This is an optimization exercise on Yosys and OpenROAD, whose aim is small area, a short achievable clock period and few clock cycles per item, not a production implementation. RTL that was checked went through simulation tests only; none was proved equivalent to the original.

==> run a: inputs <==
==> flow/design.v (excerpt) <==
module npu_requant #(
  localparam int M_LEN  = 32,
  localparam int S_LEN  = 32,
  localparam int SH_LEN = 5
) (
  input  logic              clk_i,
  input  logic              rstn_i,
  input  logic              clear_i,
  input  logic [M_LEN-1:0]  acc_i,
  input  logic [S_LEN-1:0]  mult_i,
  input  logic [SH_LEN-1:0] shift_i,
  input  logic              valid_i,
  output logic              ready_o,
  output logic [M_LEN-1:0]  data_o,
  output logic              valid_o,
  input  logic              ready_i
);
==> flow/config.mk <==
export PLATFORM = sky130hd
export DESIGN_NAME = npu_requant
export DESIGN_NICKNAME = npu_requant
export VERILOG_FILES = /design/flow/design.v
export SDC_FILE = /design/flow/constraint.sdc
export NUM_CORES = 4
export LEC_CHECK = 0
export CAP_MARGIN = 5
export CORE_MARGIN = 2
export CORE_UTILIZATION = 70
export CTS_BUF_LIST = sky130_fd_sc_hd__clkbuf_8
export PLACE_DENSITY = 0.8
export SETUP_SLACK_MARGIN = 5
export SLEW_MARGIN = 5
export SYNTH_HIERARCHICAL = 1
export SYNTH_MINIMUM_KEEP_SIZE = 0
==> flow/constraint.sdc <==
create_clock -name core_clock -period 10.0 [get_ports {clk_i}]
set_input_delay 2.0000 -clock core_clock [delete_from_list [all_inputs] [get_ports {clk_i}]]
set_output_delay 2.0000 -clock core_clock [all_outputs]
set_load 0.01 [all_outputs]
standard.sh (not shown) runs the stock make flow with config.mk's settings and CLKGATE_MAP_FILE= SYNTH_SCRIPT=/design/flow/synth_recipe.tcl, a recipe that flattens the netlist after the stock synthesis.
==> flow/flow/run.sh <==
#!/bin/bash
# The standard ORFS layout (standard.sh) with different repair settings:
#   SETUP_SLACK_MARGIN=5.7 "BUFFER_PORTS_ARGS=-buffer_cell sky130_fd_sc_hd__buf_1" "CTS_ARGS=-sink_clustering_enable -repair_clock_nets -buf_list sky130_fd_sc_hd__clkbuf_8 -dont_use_dummy_load"
# All of the flow's output goes to standard.log; ORFS keeps each step's log under orfs/logs.
set -euo pipefail
bash standard.sh SETUP_SLACK_MARGIN=5.7 "BUFFER_PORTS_ARGS=-buffer_cell sky130_fd_sc_hd__buf_1" "CTS_ARGS=-sink_clustering_enable -repair_clock_nets -buf_list sky130_fd_sc_hd__clkbuf_8 -dont_use_dummy_load" finish > standard.log 2>&1
==> run b (differences from run a) <==
==> flow/flow/run.sh (replaced) <==
#!/bin/bash
# The standard ORFS layout (standard.sh) with different repair settings:
#   SETUP_SLACK_MARGIN=5.6 "BUFFER_PORTS_ARGS=-buffer_cell sky130_fd_sc_hd__buf_1"
# All of the flow's output goes to standard.log; ORFS keeps each step's log under orfs/logs.
set -euo pipefail
bash standard.sh SETUP_SLACK_MARGIN=5.6 "BUFFER_PORTS_ARGS=-buffer_cell sky130_fd_sc_hd__buf_1" finish > standard.log 2>&1
--- a/flow/config.mk
+++ b/flow/config.mk
@@ -7,9 +7,8 @@
 export LEC_CHECK = 0
-export CAP_MARGIN = 5
+export CAP_MARGIN = 10
 export CORE_MARGIN = 2
-export CORE_UTILIZATION = 70
+export CORE_UTILIZATION = 50
 export CTS_BUF_LIST = sky130_fd_sc_hd__clkbuf_8
-export PLACE_DENSITY = 0.8
 export SETUP_SLACK_MARGIN = 5
-export SLEW_MARGIN = 5
+export SLEW_MARGIN = 10
 export SYNTH_HIERARCHICAL = 1
==> run c (differences from run a) <==
==> flow/flow/run.sh (replaced) <==
#!/bin/bash
# The standard ORFS layout (standard.sh) with different repair settings:
#   SETUP_SLACK_MARGIN=5.7 "BUFFER_PORTS_ARGS=-buffer_cell sky130_fd_sc_hd__buf_1"
# All of the flow's output goes to standard.log; ORFS keeps each step's log under orfs/logs.
set -euo pipefail
bash standard.sh SETUP_SLACK_MARGIN=5.7 "BUFFER_PORTS_ARGS=-buffer_cell sky130_fd_sc_hd__buf_1" finish > standard.log 2>&1
--- a/flow/config.mk
+++ b/flow/config.mk
@@ -9,5 +9,4 @@
 export CORE_MARGIN = 2
-export CORE_UTILIZATION = 70
+export CORE_UTILIZATION = 60
 export CTS_BUF_LIST = sky130_fd_sc_hd__clkbuf_8
-export PLACE_DENSITY = 0.8
 export SETUP_SLACK_MARGIN = 5
==> notes <==
Core utilization: run b is lower than run a (23 points).
Between run a and run c, the lower worst hold slack is in run c (gap 15 ps).
Final cell count, highest first: run b, run c, run a.
In run a the worst setup slack is better than in run b, by 78 ps.
Die area: run a < run c < run b.
==> figures <==
                                                                 run a        run c        run b
Status                                no timing/DRC/antenna violations  no timing/DRC/antenna violations  no timing/DRC/antenna violations
TritonCTS buffer count                                              40           40           41
Final Cycle Share                                                0.431        0.425        0.439
Routing usage on met1                                            0.550        0.515        0.430
Total Die Area                                             44000 sq um  51200 sq um  61300 sq um
Layout cell share with drive strength beyond 1                   0.103       0.0938       0.0874
WHS                                                             541 ps       526 ps       542 ps
Overall routed net length                                      97.7 mm      97.4 mm      98.5 mm
Worst setup slack for register-to-register paths               5690 ps      5750 ps      5610 ps
Number of clock buffers in the layout                               40           43           41
Detailed route wirelength on metal3                            17.2 mm      12.8 mm      12.8 mm
Testbench counts of run a, summed over its fixed seeds: cycles 8,012, items 8,000.
Testbench counts of run b, summed over its fixed seeds: cycles 8,012, items 8,000.
Testbench counts of run c, summed over its fixed seeds: cycles 8,012, items 8,000.

* * *

==> 09-04: inputs <==
npu_requant, a different RTL version from the one above (not shown whole).
==> flow/design.v (excerpt) <==
module npu_requant #(
  localparam int M_LEN  = 32,
  localparam int S_LEN  = 32,
  localparam int SH_LEN = 5
) (
  input  logic              clk_i,
  input  logic              rstn_i,
  input  logic              clear_i,
  input  logic [M_LEN-1:0]  acc_i,
  input  logic [S_LEN-1:0]  mult_i,
  input  logic [SH_LEN-1:0] shift_i,
  input  logic              valid_i,
  output logic              ready_o,
  output logic [M_LEN-1:0]  data_o,
  output logic              valid_o,
  input  logic              ready_i
);
==> flow/config.mk <==
export PLATFORM = sky130hd
export DESIGN_NAME = npu_requant
export DESIGN_NICKNAME = npu_requant
export VERILOG_FILES = /design/flow/design.v
export SDC_FILE = /design/flow/constraint.sdc
export NUM_CORES = 4
export LEC_CHECK = 0
export CAP_MARGIN = 20
export CORE_MARGIN = 2
export CORE_UTILIZATION = 40
export SETUP_SLACK_MARGIN = 5
export SLEW_MARGIN = 20
export SYNTH_HIERARCHICAL = 1
export SYNTH_MINIMUM_KEEP_SIZE = 0
==> flow/constraint.sdc <==
create_clock -name core_clock -period 10.0 [get_ports {clk_i}]
set_input_delay 2.0000 -clock core_clock [delete_from_list [all_inputs] [get_ports {clk_i}]]
set_output_delay 2.0000 -clock core_clock [all_outputs]
set_load 0.01 [all_outputs]
run.sh (not shown) runs the stock make flow with config.mk's settings and CLKGATE_MAP_FILE= SYNTH_SCRIPT=/design/flow/synth_recipe.tcl, a recipe that flattens the netlist after the stock synthesis.
Stock flow here: none of the scripts above is used.
==> 10-26: changes against 09-04 <==
==> flow/flow/run.sh (new file) <==
#!/bin/bash
# The standard ORFS layout (standard.sh) with different repair settings:
#   SETUP_SLACK_MARGIN=5.6 "BUFFER_PORTS_ARGS=-buffer_cell sky130_fd_sc_hd__buf_1"
# All of the flow's output goes to standard.log; ORFS keeps each step's log under orfs/logs.
set -euo pipefail
bash standard.sh SETUP_SLACK_MARGIN=5.6 "BUFFER_PORTS_ARGS=-buffer_cell sky130_fd_sc_hd__buf_1" finish > standard.log 2>&1
==> flow/standard.sh (new file) <==
#!/bin/bash
# synth_recipe.tcl (not shown) runs the flow's synth.tcl, then flattens the netlist and writes it again
# the make line also repeats each setting of config.mk as NAME=value (left out here)
make -C /OpenROAD-flow-scripts/flow DESIGN_CONFIG=/design/flow/config.mk WORK_HOME=/design/flow/orfs CLKGATE_MAP_FILE= SYNTH_SCRIPT=/design/flow/synth_recipe.tcl "${@:-finish}"
--- a/flow/config.mk
+++ b/flow/config.mk
@@ -9,4 +9,6 @@
 export CORE_MARGIN = 2
 export CORE_UTILIZATION = 40
+export CTS_BUF_LIST = sky130_fd_sc_hd__clkbuf_4 sky130_fd_sc_hd__clkbuf_8
+export CTS_CLUSTER_SIZE = 30
 export SETUP_SLACK_MARGIN = 5
 export SLEW_MARGIN = 20
removed: flow/run.sh
==> 05-16: changes against 09-04 <==
==> flow/flow/run.sh (new file) <==
#!/bin/bash
# The standard ORFS layout (standard.sh) with different repair settings:
#   SETUP_SLACK_MARGIN=5.6 "BUFFER_PORTS_ARGS=-buffer_cell sky130_fd_sc_hd__buf_1"
# All of the flow's output goes to standard.log; ORFS keeps each step's log under orfs/logs.
set -euo pipefail
bash standard.sh SETUP_SLACK_MARGIN=5.6 "BUFFER_PORTS_ARGS=-buffer_cell sky130_fd_sc_hd__buf_1" finish > standard.log 2>&1
==> flow/standard.sh (new file) <==
#!/bin/bash
# synth_recipe.tcl (not shown) runs the flow's synth.tcl, then flattens the netlist and writes it again
# the make line also repeats each setting of config.mk as NAME=value (left out here)
make -C /OpenROAD-flow-scripts/flow DESIGN_CONFIG=/design/flow/config.mk WORK_HOME=/design/flow/orfs CLKGATE_MAP_FILE= SYNTH_SCRIPT=/design/flow/synth_recipe.tcl "${@:-finish}"
--- a/flow/config.mk
+++ b/flow/config.mk
@@ -9,4 +9,5 @@
 export CORE_MARGIN = 2
 export CORE_UTILIZATION = 40
+export CTS_BUF_LIST = sky130_fd_sc_hd__clkbuf_8
 export SETUP_SLACK_MARGIN = 5
 export SLEW_MARGIN = 20
removed: flow/run.sh
==> qor.csv <==
stage,metric,value,unit
worst_setup_path,WP depth,9,
worst_setup_path,CP Capture Type,flop,
drt,DR pass1 iterations,9,
cells_and_area,multi-input logic area,0.0232,mm2
drt,DR vias,24550,
run_status,result of the run,"complete, no violations",
global_routing,met1 Track Usage GR,0.340,
# the run above: 10-26

==> qor.csv <==
stage,metric,value,unit
run_status,result of the run,"complete, no violations",
cells_and_area,dominant kind of cell by area,multi-input gates,
cells_and_area,multi-input logic area,0.0232,mm2
drt,DR vias,24503,
global_routing,met1 Track Usage GR,0.340,
synth,Post-synth EDFFs,218,
timing,Fin Hold WS,549,ps
worst_setup_path,CP Capture Type,flop,
worst_setup_path,WP depth,9,
drt,DR pass1 iterations,6,
# the run above: 05-16

==> qor.csv <==
stage,metric,value,unit
worst_setup_path,Worst EP required,8000,ps
synth,XOR/XNOR Fraction of Synth Area,0.166,
timing,RSZ-0062 raised after global routing,no,
drt,DR pass1 iterations,6,
drt,DR vias,24674,
hold_path,Min-Delay Path Class,reg -> reg,
cells_and_area,multi-input logic area,0.0230,mm2
run_status,result of the run,"complete, no violations",
global_routing,met1 Track Usage GR,0.336,
worst_setup_path,CP Capture Type,primary output,
worst_setup_path,Worst Path Max Fanout,77,
# the run above: 09-04

Testbench counts of 09-04, summed over its fixed seeds: cycles 8,012, items 8,000.
Testbench counts of 10-26, summed over its fixed seeds: cycles 8,012, items 8,000.
Testbench counts of 05-16, summed over its fixed seeds: cycles 8,012, items 8,000.

* * *

==> inputs of run Y <==
npu_requant, a different RTL version from the one above (not shown whole).
clock: 10.0 ns
lec_check: 0
cap_margin: 5
core_margin: 2
core_utilization: 60
cts_buf_list: sky130_fd_sc_hd__clkbuf_8
setup_slack_margin: 5
slew_margin: 5
synth_hierarchical: 1
synth_minimum_keep_size: 0
standard.sh (not shown) runs the stock make flow with config.mk's settings and CLKGATE_MAP_FILE= SYNTH_SCRIPT=/design/flow/synth_recipe.tcl, a recipe that flattens the netlist after the stock synthesis.
==> flow/flow/run.sh <==
#!/bin/bash
# The standard ORFS layout (standard.sh) with different repair settings:
#   SETUP_SLACK_MARGIN=5.7 "BUFFER_PORTS_ARGS=-buffer_cell sky130_fd_sc_hd__buf_1"
# All of the flow's output goes to standard.log; ORFS keeps each step's log under orfs/logs.
set -euo pipefail
bash standard.sh SETUP_SLACK_MARGIN=5.7 "BUFFER_PORTS_ARGS=-buffer_cell sky130_fd_sc_hd__buf_1" finish > standard.log 2>&1
==> inputs of run B, as changes to run Y <==
--- a/flow/design.v
+++ b/flow/design.v
@@ -15,29 +15,29 @@
   output logic              valid_o,
   input  logic              ready_i
 );
   localparam int L = 16;   
   logic en;
   assign en      = ready_i;
   assign ready_o = ready_i;
-  logic [31:0]   accn1_q;             
-  logic [31:0]   mult1_q;
-  logic [15:0]   onen1_q, twon1_q;    
-  logic [15:0]   neg1_q;              
+  logic [15:0] one_d, two_d, neg_d;
   always_comb begin
     for (int i = 0; i < 16; i++) begin
       logic y0, y1, y2;
-      y0 = (i == 0) ? 1'b0 : mult1_q[2*i-1];
-      y1 = mult1_q[2*i];
-      y2 = mult1_q[2*i+1];
-      onen1_q[i] = ~(y1 ^ y0);
-      twon1_q[i] = ~((y2 & ~y1 & ~y0) | (~y2 & y1 & y0));
-      neg1_q[i]  = y2;
+      y0 = (i == 0) ? 1'b0 : mult_i[2*i-1];
+      y1 = mult_i[2*i];
+      y2 = mult_i[2*i+1];
+      one_d[i] = y1 ^ y0;
+      two_d[i] = (y2 & ~y1 & ~y0) | (~y2 & y1 & y0);
+      neg_d[i] = y2;
     end
   end
+  logic [31:0]   accn1_q;             
+  logic [15:0]   onen1_q, twon1_q;    
+  logic [15:0]   neg1_q;              
   logic [4:0]    sh1_q, sh2_q;
   logic [63:L]   a2_q, b2_q;
   logic          cl2_q;
   logic [31:0]   data3_q;
   logic          v1_q, v2_q, v3_q;
   logic [31:0] pp [16];
   logic [15:0] ppn;
@@ -1362,15 +1362,17 @@
   end
   rq_nor2 u_o31 (.a(sv5[31]), .b(sat), .y(dq_d[31]));
   assign data_o  = data3_q;
   assign valid_o = v3_q;
   always_ff @(posedge clk_i) begin
     if (en) begin
       accn1_q <= ~acc_i;
-      mult1_q <= mult_i;
+      onen1_q <= ~one_d;
+      twon1_q <= ~two_d;
+      neg1_q  <= neg_d;
       sh1_q   <= shift_i;
       a2_q    <= ta[63:L];
       b2_q    <= tb[63:L];
       cl2_q   <= cl;
       sh2_q   <= sh1_q;
       data3_q <= dq_d;
     end
==> flow/flow/run.sh (replaced) <==
#!/bin/bash
# The standard ORFS layout (standard.sh) with different repair settings:
#   SETUP_SLACK_MARGIN=5.7 "BUFFER_PORTS_ARGS=-buffer_cell sky130_fd_sc_hd__buf_1" "CTS_ARGS=-sink_clustering_enable -repair_clock_nets -buf_list sky130_fd_sc_hd__clkbuf_8 -dont_use_dummy_load -sink_clustering_size 12 -sink_clustering_max_diameter 100"
# All of the flow's output goes to standard.log; ORFS keeps each step's log under orfs/logs.
set -euo pipefail
bash standard.sh SETUP_SLACK_MARGIN=5.7 "BUFFER_PORTS_ARGS=-buffer_cell sky130_fd_sc_hd__buf_1" "CTS_ARGS=-sink_clustering_enable -repair_clock_nets -buf_list sky130_fd_sc_hd__clkbuf_8 -dont_use_dummy_load -sink_clustering_size 12 -sink_clustering_max_diameter 100" finish > standard.log 2>&1
Settings changed: CORE_UTILIZATION 60 to 65.
==> run summary <==
Worst Skew=0.0978 ns; r2r worst-path depth=11; Non-clock buffers, area share=0.118; Max transition margin=0.452; number of diodes=4; multi-input logic cell count=2131; outcome=no timing/DRC/antenna violations
(the above is from run Y)
==> run summary <==
outcome=no timing/DRC/antenna violations; Max transition margin=0.368; Worst Skew=0.0474 ns; r2r worst-path depth=9; multi-input logic cell count=2145; Non-clock buffers, area share=0.0456
(the above is from run B)
Testbench counts of run B, summed over its fixed seeds: cycles 8,012, items 8,000.
Only the layout flow was run in run Y; the RTL was not checked for function there.

[port drivers added, routing unchanged]
In the flow no input, the clock included, has a driving cell. The finished layouts below were timed again as built, in two steps.
Step 1 assumes that a clkbuf_16 drives the clock port and a buf_2 every other input.
Step 2 times the ports against the registers' clock, not the clock port: input delays grow and output delays shrink by t, the midpoint of the rising clock arrivals with the driver on.
a / b / c = no drivers / after step 1 / after step 2; a / b = the first two.
run | shift t [ns] | setup slack, ns | worst register clock-pin slew, ns
run a of note 1 | 0.656 | 5.686 / 5.483 / 5.483 | 0.06 / 0.06
run b of note 1 | 0.692 | 5.608 / 5.472 / 5.472 | 0.08 / 0.08
run c of note 1 | 0.665 | 5.746 / 5.731 / 5.400 | 0.06 / 0.06
09-04 | 0.634 | 5.092 / 5.001 / 5.001 | 0.06 / 0.06
10-26 | 0.649 | 5.609 / 5.565 / 5.565 | 0.07 / 0.07
05-16 | 0.649 | 5.605 / 5.565 / 5.565 | 0.06 / 0.06
run Y of note 3 | 0.706 | 5.167 / 5.167 / 5.167 | 0.08 / 0.08
run B of note 3 | 0.686 | 5.712 / 5.672 / 5.672 | 0.10 / 0.10
After both steps every run listed still meets setup and hold. For run c of note 1, which loses most, drivers alone change the setup slack by -0.015 ns; drivers and shift together by -0.346 ns.
